This design comes from an exercise in tuning for small area on the open sky130 flow, not from production work. The RTL was checked by simulation tests, not by an equivalence proof against the original design. Power and IR drop assume default switching activity.

==> flow/design.v <==
module mips_multicycle_core #(
  parameter int                    ADDR_WIDTH = 32,
  parameter logic [ADDR_WIDTH-1:0] RESET_PC   = '0,
  parameter int                    NUM_REGS   = 32
) (
  input  logic                  clk,
  input  logic                  rst,
  output logic                  mem_req,
  output logic                  mem_we,
  output logic [ADDR_WIDTH-1:0] mem_addr,
  output logic [31:0]           mem_wdata,
  input  logic [31:0]           mem_rdata,
  input  logic                  mem_ready,
  output logic                  halted
);
  localparam int NR = 31;    
  typedef enum logic [2:0] {
    S_CLR,
    S_FETCH,
    S_READ,
    S_WRITE,
    S_ADDR,
    S_MEM,
    S_BEQ1,
    S_HALT
  } state_t;
  state_t           r_state;
  logic [29:0]      r_pc;        
  logic [4:0]       r_p;         
  logic [31:0]      r_x;
  logic [31:0]      r_y;
  logic [28:0]      r_ir;        
  logic             r_gs;        
  logic             r_gt;        
  logic [NR*32-1:0] r_ring;
  logic        w_op5, w_op3, w_op2;
  logic        w_lw, w_sw, w_addi, w_beq, w_r, w_need_t;
  logic [4:0]  w_rs, w_rt, w_rd;
  logic [5:0]  w_fn;
  logic [31:0] w_sext;
  assign w_op5    = r_ir[28];
  assign w_op3    = r_ir[27];
  assign w_op2    = r_ir[26];
  assign w_lw     = w_op5 & ~w_op3;
  assign w_sw     = w_op5 &  w_op3;
  assign w_addi   = ~w_op5 & w_op3;
  assign w_beq    = w_op2;
  assign w_r      = ~w_op5 & ~w_op3 & ~w_op2;
  assign w_need_t = ~(w_op5 ^ w_op3);         
  assign w_rs     = r_ir[25:21];
  assign w_rt     = r_ir[20:16];
  assign w_rd     = w_r ? r_ir[15:11] : r_ir[20:16];
  assign w_fn     = r_ir[5:0];
  assign w_sext   = {{16{r_ir[15]}}, r_ir[15:0]};
  logic [5:0] f_op, f_fn;
  logic       f_legal, f_j;
  assign f_op = mem_rdata[31:26];
  assign f_fn = mem_rdata[5:0];
  assign f_j  = (f_op == 6'h02);
  always_comb begin
    case (f_op)
      6'h00:   f_legal = (f_fn == 6'h20) || (f_fn == 6'h22) || (f_fn == 6'h24) ||
                         (f_fn == 6'h25) || (f_fn == 6'h2A);
      6'h02, 6'h04, 6'h08, 6'h23, 6'h2B: f_legal = 1'b1;
      default: f_legal = 1'b0;
    endcase
  end
  logic [31:0] w_head, w_hz, w_head_in, w_alu;
  logic        w_at_rd, w_wlast, w_wr, w_fetch, w_clr;
  assign w_head    = r_ring[31:0];
  assign w_hz      = w_head;
  assign w_clr     = (r_state == S_CLR);
  assign w_at_rd   = (r_p == w_rd);
  assign w_wr      = ((r_state == S_WRITE) && w_at_rd) || w_clr;
  assign w_wlast   = (r_state == S_WRITE) && (w_at_rd || (w_rd == 5'd0));
  assign w_fetch   = (r_state == S_FETCH) || w_wlast;
  assign w_head_in = w_wr ? w_alu : w_hz;
  logic        w_use_imm, w_sub, w_lt, w_bzero;
  logic [31:0] w_b, w_sum;
  logic        f_sub_fn, f_slt_fn, f_and_fn, f_or_fn;
  assign f_slt_fn = w_fn[3];
  assign f_and_fn = ~w_fn[3] & w_fn[2] & ~w_fn[0];
  assign f_or_fn  = ~w_fn[3] & w_fn[2] &  w_fn[0];
  assign f_sub_fn = ~w_fn[2] & w_fn[1];
  assign w_bzero   = (r_state == S_MEM) || w_clr || (w_lw && (r_state == S_WRITE));
  assign w_use_imm = w_addi | w_op5 | (r_state == S_ADDR);
  assign w_sub     = ~w_use_imm & ~w_bzero & (w_beq | (w_r & (f_sub_fn | f_slt_fn)));
  always_comb begin
    if (w_bzero)
      w_b = 32'd0;
    else if (!w_use_imm)
      w_b = r_y ^ {32{w_sub}};
    else if (w_beq)
      w_b = {w_sext[29:0], 2'b00};
    else
      w_b = w_sext;
  end
  assign w_sum = r_x + w_b + {31'd0, w_sub};
  assign w_lt  = (r_x[31] ^ r_y[31]) ? r_x[31] : w_sum[31];
  always_comb begin
    if (w_r && f_slt_fn && !w_clr)
      w_alu = {31'd0, w_lt};
    else if (w_r && f_and_fn && !w_clr)
      w_alu = r_x & r_y;
    else if (w_r && f_or_fn && !w_clr)
      w_alu = r_x | r_y;
    else
      w_alu = w_sum;
  end
  logic [29:0] w_pc_inc;
  logic [30:0] w_ic;
  assign w_ic[0] = 1'b1;
  for (genvar i = 0; i < 30; i++) begin : g_inc
    assign w_pc_inc[i] = r_pc[i] ^ w_ic[i];
    assign w_ic[i+1]   = r_pc[i] & w_ic[i];
  end
  logic w_hit_s, w_hit_t, w_done_s, w_done_t;
  assign w_hit_s  = (r_p == w_rs);
  assign w_hit_t  = (r_p == w_rt) && w_need_t;
  assign w_done_s = r_gs || w_hit_s || (w_rs == 5'd0);
  assign w_done_t = r_gt || w_hit_t || (w_rt == 5'd0) || !w_need_t;
  always_ff @(posedge clk) begin
    r_ring <= {w_head_in, r_ring[NR*32-1:32]};
  end
  always_ff @(posedge clk or posedge rst) begin
    if (rst) begin
      r_state <= S_CLR;
      r_p     <= 5'd0;
    end else begin
      r_p <= (r_p == 5'd31) ? 5'd1 : r_p + 5'd1;
      if (w_fetch) begin
        if (!mem_ready) begin
          r_state <= S_FETCH;
        end else if (!f_legal) begin
          r_state <= S_HALT;
        end else if (f_j) begin
          r_state <= S_FETCH;
        end else begin
          r_state <= S_READ;
        end
      end else begin
        case (r_state)
          S_CLR: if (r_p == 5'd31) r_state <= S_FETCH;
          S_READ: begin
            if (w_done_s && w_done_t) begin
              if (w_op5 || w_beq)
                r_state <= w_beq ? S_BEQ1 : S_ADDR;
              else
                r_state <= S_WRITE;
            end
          end
          S_WRITE: ;
          S_ADDR: begin
            if (w_beq)
              r_state <= S_FETCH;
            else
              r_state <= (w_sum[1:0] != 2'b00) ? S_HALT : S_MEM;
          end
          S_MEM: begin
            if (mem_ready) begin
              r_state <= w_lw ? S_WRITE : S_FETCH;
            end
          end
          S_BEQ1: begin
            r_state <= (w_sum == 32'd0) ? S_ADDR : S_FETCH;
          end
          default: r_state <= S_HALT;
        endcase
      end
    end
  end
  always_ff @(posedge clk) begin
    if (w_fetch) begin
      if (mem_ready && f_legal)
        r_pc <= f_j ? {w_pc_inc[29:26], mem_rdata[25:0]} : w_pc_inc;
    end else if (w_clr || (r_state == S_ADDR) || ((r_state == S_MEM) && mem_ready)) begin
      r_pc <= w_sum[31:2];
    end
  end
  always_ff @(posedge clk) begin
    if (w_fetch || w_clr) begin
      r_x  <= 32'd0;
      r_y  <= 32'd0;
      r_gs <= 1'b0;
      r_gt <= 1'b0;
      r_ir <= {mem_rdata[31], mem_rdata[29], mem_rdata[28], mem_rdata[25:0]};
    end else begin
      case (r_state)
        S_READ: begin
          if (w_hit_s) begin
            r_x  <= w_hz;
            r_gs <= 1'b1;
          end
          if (w_hit_t) begin
            r_y  <= w_hz;
            r_gt <= 1'b1;
          end
        end
        S_ADDR, S_BEQ1: r_x <= {r_pc, 2'b00};
        S_MEM: if (mem_ready) r_x <= mem_rdata;
        default: ;
      endcase
    end
  end
  assign mem_req   = w_fetch || (r_state == S_MEM);
  assign mem_we    = (r_state == S_MEM) && w_sw;
  assign mem_addr  = {r_pc, 2'b00};
  assign mem_wdata = r_y;
  assign halted    = (r_state == S_HALT);
endmodule
export LEC_CHECK = 0
export CAP_MARGIN = 20
export CORE_MARGIN = 2
export CORE_UTILIZATION = 60
export SLEW_MARGIN = 20
create_clock -name core_clock -period 10.0 [get_ports {clk}]
standard.sh (not shown) runs the stock make flow with config.mk's settings and CLKGATE_MAP_FILE= SYNTH_SCRIPT=/design/flow/synth_recipe.tcl, a recipe that flattens the netlist after the stock synthesis.
==> flow/flow/run.sh <==
#!/bin/bash
# Own flow: the standard layout (standard.sh: ORFS synthesis to final
# layout) with two changes, both in how the layout is built:
#  - ports are buffered with sky130_fd_sc_hd__buf_1 instead of the default
#    buffer cell (every input and output still gets its own buffer);
#  - clock tree synthesis uses clkbuf_8 with sink clusters of up to 16
#    flip-flops within 60 um, and no dummy loads.
# The tools' full output goes to standard.log in this folder.
set -e
export BUFFER_PORTS_ARGS="-buffer_cell sky130_fd_sc_hd__buf_1"
export CTS_ARGS="-sink_clustering_enable -repair_clock_nets -dont_use_dummy_load -buf_list sky130_fd_sc_hd__clkbuf_8 -sink_clustering_size 16 -sink_clustering_max_diameter 60"
bash standard.sh > standard.log 2>&1
The first run finished clean.
Rerun with:
--- a/flow/design.v
+++ b/flow/design.v
@@ -30,21 +30,24 @@
   logic [31:0]      r_x;
   logic [31:0]      r_y;
-  logic [28:0]      r_ir;        
+  logic [29:0]      r_ir;        
+  logic             r_first;     
   logic             r_gs;        
   logic             r_gt;        
   logic [NR*32-1:0] r_ring;
   logic        w_op5, w_op3, w_op2;
-  logic        w_lw, w_sw, w_addi, w_beq, w_r, w_need_t;
+  logic        w_op1, w_lw, w_sw, w_addi, w_beq, w_r, w_j, w_need_t;
   logic [4:0]  w_rs, w_rt, w_rd;
   logic [5:0]  w_fn;
   logic [31:0] w_sext;
-  assign w_op5    = r_ir[28];
-  assign w_op3    = r_ir[27];
-  assign w_op2    = r_ir[26];
+  assign w_op5    = r_ir[29];
+  assign w_op3    = r_ir[28];
+  assign w_op2    = r_ir[27];
+  assign w_op1    = r_ir[26];
   assign w_lw     = w_op5 & ~w_op3;
   assign w_sw     = w_op5 &  w_op3;
   assign w_addi   = ~w_op5 & w_op3;
   assign w_beq    = w_op2;
-  assign w_r      = ~w_op5 & ~w_op3 & ~w_op2;
+  assign w_r      = ~w_op5 & ~w_op3 & ~w_op2 & ~w_op1;
+  assign w_j      = ~w_op5 & ~w_op3 & ~w_op2 &  w_op1;
   assign w_need_t = ~(w_op5 ^ w_op3);         
   assign w_rs     = r_ir[25:21];
@@ -54,8 +57,7 @@
   assign w_sext   = {{16{r_ir[15]}}, r_ir[15:0]};
   logic [5:0] f_op, f_fn;
-  logic       f_legal, f_j;
+  logic       f_legal;
   assign f_op = mem_rdata[31:26];
   assign f_fn = mem_rdata[5:0];
-  assign f_j  = (f_op == 6'h02);
   always_comb begin
     case (f_op)
@@ -76,5 +78,5 @@
   assign w_fetch   = (r_state == S_FETCH) || w_wlast;
   assign w_head_in = w_wr ? w_alu : w_hz;
-  logic        w_use_imm, w_sub, w_lt, w_bzero;
+  logic        w_use_imm, w_sub, w_lt, w_bzero, w_inc;
   logic [31:0] w_b, w_sum;
   logic        f_sub_fn, f_slt_fn, f_and_fn, f_or_fn;
@@ -84,9 +86,12 @@
   assign f_sub_fn = ~w_fn[2] & w_fn[1];
   assign w_bzero   = (r_state == S_MEM) || w_clr || (w_lw && (r_state == S_WRITE));
+  assign w_inc     = (r_state == S_READ) && r_first;    
   assign w_use_imm = w_addi | w_op5 | (r_state == S_ADDR);
-  assign w_sub     = ~w_use_imm & ~w_bzero & (w_beq | (w_r & (f_sub_fn | f_slt_fn)));
+  assign w_sub     = ~w_use_imm & ~w_bzero & ~w_inc & (w_beq | (w_r & (f_sub_fn | f_slt_fn)));
   always_comb begin
     if (w_bzero)
       w_b = 32'd0;
+    else if (w_inc)
+      w_b = 32'd4;
     else if (!w_use_imm)
       w_b = r_y ^ {32{w_sub}};
@@ -108,11 +113,4 @@
       w_alu = w_sum;
   end
-  logic [29:0] w_pc_inc;
-  logic [30:0] w_ic;
-  assign w_ic[0] = 1'b1;
-  for (genvar i = 0; i < 30; i++) begin : g_inc
-    assign w_pc_inc[i] = r_pc[i] ^ w_ic[i];
-    assign w_ic[i+1]   = r_pc[i] & w_ic[i];
-  end
   logic w_hit_s, w_hit_t, w_done_s, w_done_t;
   assign w_hit_s  = (r_p == w_rs);
@@ -134,6 +132,4 @@
         end else if (!f_legal) begin
           r_state <= S_HALT;
-        end else if (f_j) begin
-          r_state <= S_FETCH;
         end else begin
           r_state <= S_READ;
@@ -143,5 +139,7 @@
           S_CLR: if (r_p == 5'd31) r_state <= S_FETCH;
           S_READ: begin
-            if (w_done_s && w_done_t) begin
+            if (w_j)
+              r_state <= S_FETCH;
+            else if (w_done_s && w_done_t) begin
               if (w_op5 || w_beq)
                 r_state <= w_beq ? S_BEQ1 : S_ADDR;
@@ -171,24 +169,26 @@
   end
   always_ff @(posedge clk) begin
-    if (w_fetch) begin
-      if (mem_ready && f_legal)
-        r_pc <= f_j ? {w_pc_inc[29:26], mem_rdata[25:0]} : w_pc_inc;
-    end else if (w_clr || (r_state == S_ADDR) || ((r_state == S_MEM) && mem_ready)) begin
-      r_pc <= w_sum[31:2];
+    if (w_clr || w_inc || (r_state == S_ADDR) || ((r_state == S_MEM) && mem_ready)) begin
+      r_pc[29:26] <= w_sum[31:28];
+      r_pc[25:0]  <= (w_inc && w_j) ? r_ir[25:0] : w_sum[27:2];
     end
   end
   always_ff @(posedge clk) begin
     if (w_fetch || w_clr) begin
-      r_x  <= 32'd0;
-      r_y  <= 32'd0;
-      r_gs <= 1'b0;
-      r_gt <= 1'b0;
-      r_ir <= {mem_rdata[31], mem_rdata[29], mem_rdata[28], mem_rdata[25:0]};
+      r_x     <= w_clr ? 32'd0 : {r_pc, 2'b00};
+      r_y     <= 32'd0;
+      r_gs    <= 1'b0;
+      r_gt    <= 1'b0;
+      r_first <= 1'b1;
+      r_ir    <= {mem_rdata[31], mem_rdata[29:27], mem_rdata[25:0]};
     end else begin
       case (r_state)
         S_READ: begin
+          r_first <= 1'b0;
           if (w_hit_s) begin
             r_x  <= w_hz;
             r_gs <= 1'b1;
+          end else if (r_first && (w_rs == 5'd0)) begin
+            r_x  <= 32'd0;
           end
           if (w_hit_t) begin
What happened: Worst hold slack got worse by 0.057 ns. Area after synthesis drops by 0.78%. Via count drops by 4.1%. Core utilization is about the same. Sequential power climbs by 30%. Routed wire length drops by 0.57%. Clock power stays flat. Global-route usage is about the same. Power climbs by 34%. Setup slack got worse by 0.72 ns. First-iteration DRC count climbs by 0.49%. Final cell count drops by 2.8%. Non-clock buffer count climbs by 5. Cell area drops by 0.39%.

-- what the ideal ports hide --
The results above use ideal ports. As a check the final layouts listed here were re-extracted and re-timed, cells and wires unchanged.
Step 1 (the two cells are an assumption about what drives the block):
set clk [get_ports {clk}]
set_driving_cell -lib_cell sky130_fd_sc_hd__clkbuf_16 $clk
set_driving_cell -lib_cell sky130_fd_sc_hd__buf_2 [delete_from_list [all_inputs] $clk]
Step 2 times the ports against the registers' clock, not the clock port: input delays grow and output delays shrink by t, the midpoint of the rising clock arrivals with the driver on.
a / b / c = no drivers / after step 1 / after step 2; a / b = the first two.
run	t, ns	setup WS [ns]	cell pins on the clock port's net
the first run	0.713	3.776 / 3.776 / 3.776	1
the second run	0.714	3.055 / 3.055 / 3.055	1
After both steps setup and hold are still met in every run listed.
